Background: an optimization exercise with open tools, aiming at small area and a short achievable clock period. Do not read the settings as production practice. The RTL was checked by simulation tests, not by an equivalence proof against the original design. Power and IR drop assume default switching activity.

Setup of v6:
==> flow/design.v <==
module block_data_memory #(
    parameter int LATENCY    = 5,
    parameter int ADDR_WIDTH = 6,
    parameter int DATA_WIDTH = 32
) (
    input  logic                  CLOCK,
    input  logic                  RESET_N,
    input  logic                  READ,
    input  logic                  WRITE,
    input  logic [ADDR_WIDTH-1:0] ADDRESS,
    input  logic [DATA_WIDTH-1:0] WRITEDATA,
    output logic [DATA_WIDTH-1:0] READDATA,
    output logic                  BUSYWAIT
);
    localparam int DEPTH = 1 << ADDR_WIDTH;    
    localparam int LO_W  = ADDR_WIDTH / 2;     
    localparam int NLO   = 1 << LO_W;          
    localparam int NHI   = 1 << (ADDR_WIDTH - LO_W);
    localparam int NGRP  = DEPTH / 3;          
    logic                  idle;         
    logic                  busy;         
    logic [LATENCY-1:0]    acc;          
    logic                  clr;          
    logic                  start;        
    logic                  fire;         
    logic [NLO-1:0]        req_lo;       
    logic [NHI-1:0]        req_hi;       
    logic [DATA_WIDTH-1:0] req_data;
    logic                  req_write;
    logic [DATA_WIDTH-1:0] mem [DEPTH];
    logic [DEPTH-1:0]      sel;          
    logic [DATA_WIDTH-1:0] rd_word;
    logic [DATA_WIDTH-1:0] rd_stage;
    assign start = idle & (READ | WRITE);
    assign fire  = acc[LATENCY-1];
    always_ff @(posedge CLOCK or negedge RESET_N) begin
        if (!RESET_N) begin
            idle <= 1'b1;
            busy <= 1'b0;
            acc  <= '0;
            clr  <= 1'b1;
        end else begin
            idle <= (idle & ~(READ | WRITE)) | (~busy & ~idle);
            busy <= start | (busy & ~fire);
            acc  <= {acc[LATENCY-2:0], start};
            clr  <= 1'b0;
        end
    end
    always_ff @(posedge CLOCK or negedge RESET_N) begin
        if (!RESET_N) begin
            req_data <= '0;
        end else if (start) begin
            req_data <= WRITEDATA;
        end
    end
    always_ff @(posedge CLOCK) begin
        if (start) begin
            for (int j = 0; j < NLO; j++) req_lo[j] <= (ADDRESS[LO_W-1:0] == LO_W'(j));
            for (int j = 0; j < NHI; j++) req_hi[j] <= (ADDRESS[ADDR_WIDTH-1:LO_W] == (ADDR_WIDTH-LO_W)'(j));
            req_write <= WRITE;
        end
    end
    always_comb begin
        for (int i = 0; i < DEPTH; i++) begin
            sel[i] = req_hi[i / NLO] & req_lo[i % NLO];
        end
    end
    always_ff @(posedge CLOCK) begin
        for (int i = 0; i < DEPTH; i++) begin
            if (clr || (fire && req_write && sel[i])) begin
                mem[i] <= req_data;
            end
        end
    end
    for (genvar b = 0; b < DATA_WIDTH; b++) begin : g_bit
        logic [NGRP:0] grp_n;            
        logic [5:0]    l1;
        logic [1:0]    l2_n;
        for (genvar g = 0; g < NGRP; g++) begin : g_grp
            bdm_aoi222 u_aoi (
                .s0(sel[3*g]),   .d0(mem[3*g][b]),
                .s1(sel[3*g+1]), .d1(mem[3*g+1][b]),
                .s2(sel[3*g+2]), .d2(mem[3*g+2][b]),
                .y_n(grp_n[g])
            );
        end
        bdm_nand2 u_last (.a(sel[DEPTH-1]), .b(mem[DEPTH-1][b]), .y_n(grp_n[NGRP]));
        bdm_nand4 u_l1_0 (.a(grp_n[0]),  .b(grp_n[1]),  .c(grp_n[2]),  .d(grp_n[3]),  .y_n(l1[0]));
        bdm_nand4 u_l1_1 (.a(grp_n[4]),  .b(grp_n[5]),  .c(grp_n[6]),  .d(grp_n[7]),  .y_n(l1[1]));
        bdm_nand4 u_l1_2 (.a(grp_n[8]),  .b(grp_n[9]),  .c(grp_n[10]), .d(grp_n[11]), .y_n(l1[2]));
        bdm_nand4 u_l1_3 (.a(grp_n[12]), .b(grp_n[13]), .c(grp_n[14]), .d(grp_n[15]), .y_n(l1[3]));
        bdm_nand3 u_l1_4 (.a(grp_n[16]), .b(grp_n[17]), .c(grp_n[18]), .y_n(l1[4]));
        bdm_nand3 u_l1_5 (.a(grp_n[19]), .b(grp_n[20]), .c(grp_n[21]), .y_n(l1[5]));
        bdm_nor3  u_l2_0 (.a(l1[0]), .b(l1[1]), .c(l1[2]), .y_n(l2_n[0]));
        bdm_nor3  u_l2_1 (.a(l1[3]), .b(l1[4]), .c(l1[5]), .y_n(l2_n[1]));
        assign rd_word[b] = ~(l2_n[0] & l2_n[1]);
    end
    always_ff @(posedge CLOCK) begin
        rd_stage <= rd_word;
    end
    always_ff @(posedge CLOCK or negedge RESET_N) begin
        if (!RESET_N) begin
            READDATA <= '0;
        end else if (fire && !req_write) begin
            READDATA <= rd_stage;
        end
    end
    logic bw_req_n;
    bdm_o211ai u_bw_req (.a1(READ), .a2(WRITE), .b1(RESET_N), .c1(idle), .y_n(bw_req_n));
    bdm_nand2b u_bw_out (.a_n(busy), .b(bw_req_n), .y(BUSYWAIT));
endmodule
module bdm_aoi222 (
    input  logic s0, d0, s1, d1, s2, d2,
    output logic y_n
);
    assign y_n = ~((s0 & d0) | (s1 & d1) | (s2 & d2));
endmodule
module bdm_nand2 (
    input  logic a, b,
    output logic y_n
);
    assign y_n = ~(a & b);
endmodule
module bdm_nand3 (
    input  logic a, b, c,
    output logic y_n
);
    assign y_n = ~(a & b & c);
endmodule
module bdm_nand4 (
    input  logic a, b, c, d,
    output logic y_n
);
    assign y_n = ~(a & b & c & d);
endmodule
module bdm_nor3 (
    input  logic a, b, c,
    output logic y_n
);
    assign y_n = ~(a | b | c);
endmodule
module bdm_o211ai (
    input  logic a1, a2, b1, c1,
    output logic y_n
);
    assign y_n = ~((a1 | a2) & b1 & c1);
endmodule
module bdm_nand2b (
    input  logic a_n, b,
    output logic y
);
    assign y = ~(~a_n & b);
endmodule
clock: 5.5 ns
lec_check: 0
cap_margin: 20
core_margin: 2
core_utilization: 60
setup_slack_margin: 3.0
slew_margin: 20
synth_hierarchical: 1
standard.sh (not shown) runs the stock make flow with config.mk's settings and CLKGATE_MAP_FILE= SYNTH_SCRIPT=/design/flow/synth_recipe.tcl, a recipe that flattens the netlist after the stock synthesis.
==> flow/flow/run.sh <==
#!/bin/bash
# The standard layout (standard.sh, all steps), with one change in clock tree
# synthesis: larger sink clusters (24 sinks, 70 um) and no dummy loads, so the
# tree needs far fewer buffers. The make output goes to standard.log here; each
# step's own log is under orfs/logs/.
set -euo pipefail
here=$(cd "$(dirname "${BASH_SOURCE[0]}")/.." && pwd)
cd "$here"
export CTS_ARGS="-sink_clustering_enable -repair_clock_nets -dont_use_dummy_load -sink_clustering_size 24 -sink_clustering_max_diameter 70"
bash ./standard.sh > "$here/standard.log" 2>&1
Edits applied to the flow inputs when going from v6 to v7:
Settings: CTS_CLUSTER_DIAMETER newly set to 70; CTS_CLUSTER_SIZE newly set to 24.
==> flow/run.sh (new file) <==
#!/bin/bash
# synth_recipe.tcl (not shown) runs the flow's synth.tcl, then flattens the netlist and writes it again
# the make line also repeats each setting of config.mk as NAME=value (left out here)
make -C /OpenROAD-flow-scripts/flow DESIGN_CONFIG=/design/flow/config.mk WORK_HOME=/design/flow/orfs CLKGATE_MAP_FILE= SYNTH_SCRIPT=/design/flow/synth_recipe.tcl finish
removed: flow/flow/run.sh
removed: flow/standard.sh
### Flow results
The setup slack was comparable across v7 and v6. Against v6 as the reference, v7 delivers a lower worst hold-check slack. In the route summary, v7 ends up with a via count exceeding that of v6.

* * *

## north
block_data_memory, a different RTL version from the one above (not shown whole).
For scale: ~3100 cells after synthesis, roughly 2100 flip-flops, ~51000 sq um of cells after synthesis.
Settings: LEC_CHECK=0, CAP_MARGIN=20, CORE_MARGIN=2, CORE_UTILIZATION=80, SETUP_SLACK_MARGIN=2.9, SLEW_MARGIN=20, SYNTH_HIERARCHICAL=1; clock period 5.5 ns.
==> flow/flow/run.sh <==
#!/bin/bash
# The standard layout (standard.sh, all steps), with two changes:
# - clock tree synthesis uses larger sink clusters (27 sinks, 75 um) and no
#   dummy loads, so the tree needs far fewer buffers;
# - the port buffers that placement inserts on every input and output are
#   buf_2 cells rather than the delay cells it picks by default.
# The make output goes to standard.log here; each step's own log is under
# orfs/logs/.
set -euo pipefail
here=$(cd "$(dirname "${BASH_SOURCE[0]}")/.." && pwd)
cd "$here"
export CTS_ARGS="-sink_clustering_enable -repair_clock_nets -dont_use_dummy_load -sink_clustering_size 27 -sink_clustering_max_diameter 75"
export BUFFER_PORTS_ARGS="-buffer_cell sky130_fd_sc_hd__buf_2"
bash ./standard.sh > "$here/standard.log" 2>&1
What south does differently from north at the input level:
- swapping 80 for 70 in CORE_UTILIZATION
diff --git a/flow/flow/run.sh b/flow/flow/run.sh
--- a/flow/flow/run.sh
+++ b/flow/flow/run.sh
@@ -1,3 +1,3 @@
 #!/bin/bash
-# The standard layout (standard.sh, all steps), with two changes:
+# The standard layout (standard.sh, all steps), with three changes:
 # - clock tree synthesis uses larger sink clusters (27 sinks, 75 um) and no
@@ -5,3 +5,5 @@
 # - the port buffers that placement inserts on every input and output are
-#   buf_2 cells rather than the delay cells it picks by default.
+#   buf_2 cells rather than the delay cells it picks by default;
+# - the pins of READ, WRITE, RESET_N and BUSYWAIT are placed as one group
+#   (flow/io.tcl), as BUSYWAIT depends on the other three combinationally.
 # The make output goes to standard.log here; each step's own log is under
@@ -13,2 +15,3 @@
 export BUFFER_PORTS_ARGS="-buffer_cell sky130_fd_sc_hd__buf_2"
+export IO_CONSTRAINTS="$here/flow/io.tcl"
 bash ./standard.sh > "$here/standard.log" 2>&1
==> flow/flow/io.tcl (new file) <==
# Keep the request inputs, the reset and BUSYWAIT next to each other on the
# die edge: BUSYWAIT depends on them combinationally.
set_io_pin_constraint -pin_names {READ WRITE RESET_N BUSYWAIT} -group -order
==> comparison <==
south: done, clean on timing, DRC and antenna
Power consumption for south: 1.1 mW down relative to north
south reports its library cell contributing the largest single delay on the critical path as sky130_fd_sc_hd__edfxtp_1 while north reports sky130_fd_sc_hd__a222oi_1.
Going from north to south, minimum setup slack in the final design has increased; combinational share of power has decreased.
First-iteration DRC count ended up 1892 lower on south than on north.
Clock skew improves in south relative to north.
Taking south over north, the die extent in x ratio works out to 1.07.
In south, period utilization is lower than in north.
Measured against south, the wire length of the first global-routing pass of north comes out at 1.16 times the reference value.
Non-clock buffer count: lower on south

* * *

block_data_memory, a different RTL version from the one above (not shown whole).
Size: about 3400 cells after synthesis, about 2200 flip-flops, about 75 I/O pins.
// block_data_memory
module block_data_memory #(
    parameter int LATENCY    = 5,
    parameter int ADDR_WIDTH = 6,
    parameter int DATA_WIDTH = 32
) (
    input  logic                  CLOCK,
    input  logic                  RESET_N,
    input  logic                  READ,
    input  logic                  WRITE,
    input  logic [ADDR_WIDTH-1:0] ADDRESS,
    input  logic [DATA_WIDTH-1:0] WRITEDATA,
    output logic [DATA_WIDTH-1:0] READDATA,
    output logic                  BUSYWAIT
);
clock: 5.5 ns
lec_check: 0
abc_clock_period_in_ps: 2500
cap_margin: 20
core_margin: 2
core_utilization: 60
setup_slack_margin: 2.6
slew_margin: 20
synth_hierarchical: 1
run.sh (not shown) runs the stock make flow with config.mk's settings and CLKGATE_MAP_FILE= SYNTH_SCRIPT=/design/flow/synth_recipe.tcl, a recipe that flattens the netlist after the stock synthesis.
Stock flow here: none of the scripts above is used.
The baseline went through all stages and came out clean.
Then changed:
--- a/flow/config.mk
+++ b/flow/config.mk
@@ -6,9 +6,9 @@
 export NUM_CORES = 4
 export LEC_CHECK = 0
-export ABC_CLOCK_PERIOD_IN_PS = 2500
+export ABC_CLOCK_PERIOD_IN_PS = 2000
 export CAP_MARGIN = 20
 export CORE_MARGIN = 2
 export CORE_UTILIZATION = 60
-export SETUP_SLACK_MARGIN = 2.6
+export SETUP_SLACK_MARGIN = 3.2
 export SLEW_MARGIN = 20
 export SYNTH_HIERARCHICAL = 1
What happened: Worst setup slack loses 200 ps. Core utilization came out lower by 0.13 points. Routed wire length came out higher slightly. Critical path depth came out lower by 4.

* * *

block_data_memory, a different RTL version from the one above (not shown whole).
For scale: about 3100 cells after synthesis.
Settings: LEC_CHECK=0, CAP_MARGIN=20, CORE_MARGIN=2, CORE_UTILIZATION=70, SETUP_SLACK_MARGIN=3.1, SLEW_MARGIN=20, SYNTH_HIERARCHICAL=1; clock period 5.5 ns.
standard.sh (not shown) runs the stock make flow with config.mk's settings and CLKGATE_MAP_FILE= SYNTH_SCRIPT=/design/flow/synth_recipe.tcl, a recipe that flattens the netlist after the stock synthesis.
==> flow/flow/run.sh <==
#!/bin/bash
# The standard layout (standard.sh, all steps), with one change in clock tree
# synthesis: larger sink clusters (27 sinks, 75 um) and no dummy loads, so the
# tree needs far fewer buffers. The make output goes to standard.log here; each
# step's own log is under orfs/logs/.
set -euo pipefail
here=$(cd "$(dirname "${BASH_SOURCE[0]}")/.." && pwd)
cd "$here"
export CTS_ARGS="-sink_clustering_enable -repair_clock_nets -dont_use_dummy_load -sink_clustering_size 27 -sink_clustering_max_diameter 75"
bash ./standard.sh > "$here/standard.log" 2>&1
Then changed:
==> flow/flow/run.sh (replaced) <==
#!/bin/bash
# The standard layout (standard.sh, all steps), with two changes:
# - clock tree synthesis uses larger sink clusters (27 sinks, 75 um) and no
#   dummy loads, so the tree needs far fewer buffers;
# - the port buffers that placement inserts on every input and output are
#   buf_2 cells rather than the delay cells it picks by default.
# The make output goes to standard.log here; each step's own log is under
# orfs/logs/.
set -euo pipefail
here=$(cd "$(dirname "${BASH_SOURCE[0]}")/.." && pwd)
cd "$here"
export CTS_ARGS="-sink_clustering_enable -repair_clock_nets -dont_use_dummy_load -sink_clustering_size 27 -sink_clustering_max_diameter 75"
export BUFFER_PORTS_ARGS="-buffer_cell sky130_fd_sc_hd__buf_2"
bash ./standard.sh > "$here/standard.log" 2>&1
--- a/flow/config.mk
+++ b/flow/config.mk
@@ -9,5 +9,5 @@
 export CORE_MARGIN = 2
 export CORE_UTILIZATION = 70
-export SETUP_SLACK_MARGIN = 3.1
+export SETUP_SLACK_MARGIN = 2.8
 export SLEW_MARGIN = 20
 export SYNTH_HIERARCHICAL = 1
What happened: Synthesized cell count does not change. Global-route usage fell by 2.5 points. Total power hardly moves. Cell count fell by about 0.5%. Critical path depth goes up by 1. Worst setup slack gets worse by 0.048 ns. Non-clock buffer count goes down by 32.
Then changed:
==> flow/flow/run.sh (replaced) <==
#!/bin/bash
# The standard layout (standard.sh, all steps), with one change in clock tree
# synthesis: larger sink clusters (27 sinks, 75 um) and no dummy loads, so the
# tree needs far fewer buffers. The make output goes to standard.log here; each
# step's own log is under orfs/logs/.
set -euo pipefail
here=$(cd "$(dirname "${BASH_SOURCE[0]}")/.." && pwd)
cd "$here"
export CTS_ARGS="-sink_clustering_enable -repair_clock_nets -dont_use_dummy_load -sink_clustering_size 27 -sink_clustering_max_diameter 75"
bash ./standard.sh > "$here/standard.log" 2>&1
--- a/flow/config.mk
+++ b/flow/config.mk
@@ -8,6 +8,6 @@
 export CAP_MARGIN = 20
 export CORE_MARGIN = 2
-export CORE_UTILIZATION = 70
-export SETUP_SLACK_MARGIN = 2.8
+export CORE_UTILIZATION = 65
+export SETUP_SLACK_MARGIN = 2.9
 export SLEW_MARGIN = 20
 export SYNTH_HIERARCHICAL = 1
The new run finished with timing, DRC and antenna clean.
Clock skew fell by 0.0074 ns.
Total power is about the same.
Setup slack gains 0.090 ns.
Utilization fell by 5.5 points.
Routed wire length climbs by 1.4%.
Clock power went up by about 0.7%.
Global-route usage goes down by 1.2 points.
Sequential power hardly moves.
Then changed:
--- a/flow/config.mk
+++ b/flow/config.mk
@@ -8,5 +8,5 @@
 export CAP_MARGIN = 20
 export CORE_MARGIN = 2
-export CORE_UTILIZATION = 65
+export CORE_UTILIZATION = 70
 export SETUP_SLACK_MARGIN = 2.9
 export SLEW_MARGIN = 20
Result: Die area falls by 7.0%; power falls by about 0.4%; synthesized cell count is unchanged.
Then changed:
--- a/flow/config.mk
+++ b/flow/config.mk
@@ -6,8 +6,8 @@
 export NUM_CORES = 4
 export LEC_CHECK = 0
-export CAP_MARGIN = 20
+export CAP_MARGIN = 10
 export CORE_MARGIN = 2
 export CORE_UTILIZATION = 70
 export SETUP_SLACK_MARGIN = 2.9
-export SLEW_MARGIN = 20
+export SLEW_MARGIN = 10
 export SYNTH_HIERARCHICAL = 1
Result: The changed run went through all stages and came out clean; non-clock buffer count rises by 6; global-route usage falls by 0.21 points; power stays flat; cell count is about the same; die area stays the same; routed wire length stays flat; critical path depth does not change; sequential share of layout area stays flat; synthesized area does not change.

==> port drivers added, routing unchanged <==
No port has a modelled driver above. Below, the same layouts with a new extraction and two added sets of constraints.
Step 1 (the two cells are an assumption about what drives the block):
set clk [get_ports {CLOCK}]
set_driving_cell -lib_cell sky130_fd_sc_hd__clkbuf_16 $clk
set_driving_cell -lib_cell sky130_fd_sc_hd__buf_2 [delete_from_list [all_inputs] $clk]
Step 2, shift: input delay + t, output delay - t, t = (earliest + latest rising clock arrival at the registers) / 2. This alone moves slack from input paths to output paths.
Three values: ideal, step 1, step 2; two values: the first two.
| run | t (ns) | slack for setup (ns) | worst setup path at the end |
|---|---|---|---|
| v6 | 0.789 | 2.787 / 2.564 / 2.560 | input to register |
| v7 | 0.818 | 2.787 / 2.576 / 2.560 | input to register |
| north | 0.748 | 2.356 / 2.356 / 2.068 | input to register |
| south | 0.728 | 2.709 / 2.709 / 2.357 | input to register |
| the first run of note 3 | 0.901 | 2.044 / 2.044 / 2.044 | register to register |
| the second run of note 3 | 0.897 | 1.842 / 1.842 / 1.842 | register to register |
| the first run of note 4 | 0.720 | 2.819 / 2.777 / 2.599 | input to register |
| the second run of note 4 | 0.719 | 2.771 / 2.699 / 2.337 | input to register |
| the third run of note 4 | 0.717 | 2.861 / 2.820 / 2.529 | input to register |
| the fourth run of note 4 | 0.722 | 2.854 / 2.814 / 2.388 | input to register |
| the fifth run of note 4 | 0.726 | 2.860 / 2.819 / 2.350 | input to register |
After both steps setup and hold are still met in every run listed. The setup slack of the fifth run of note 4, which loses most, moves by -0.041 ns with the drivers and by -0.510 ns with both steps.
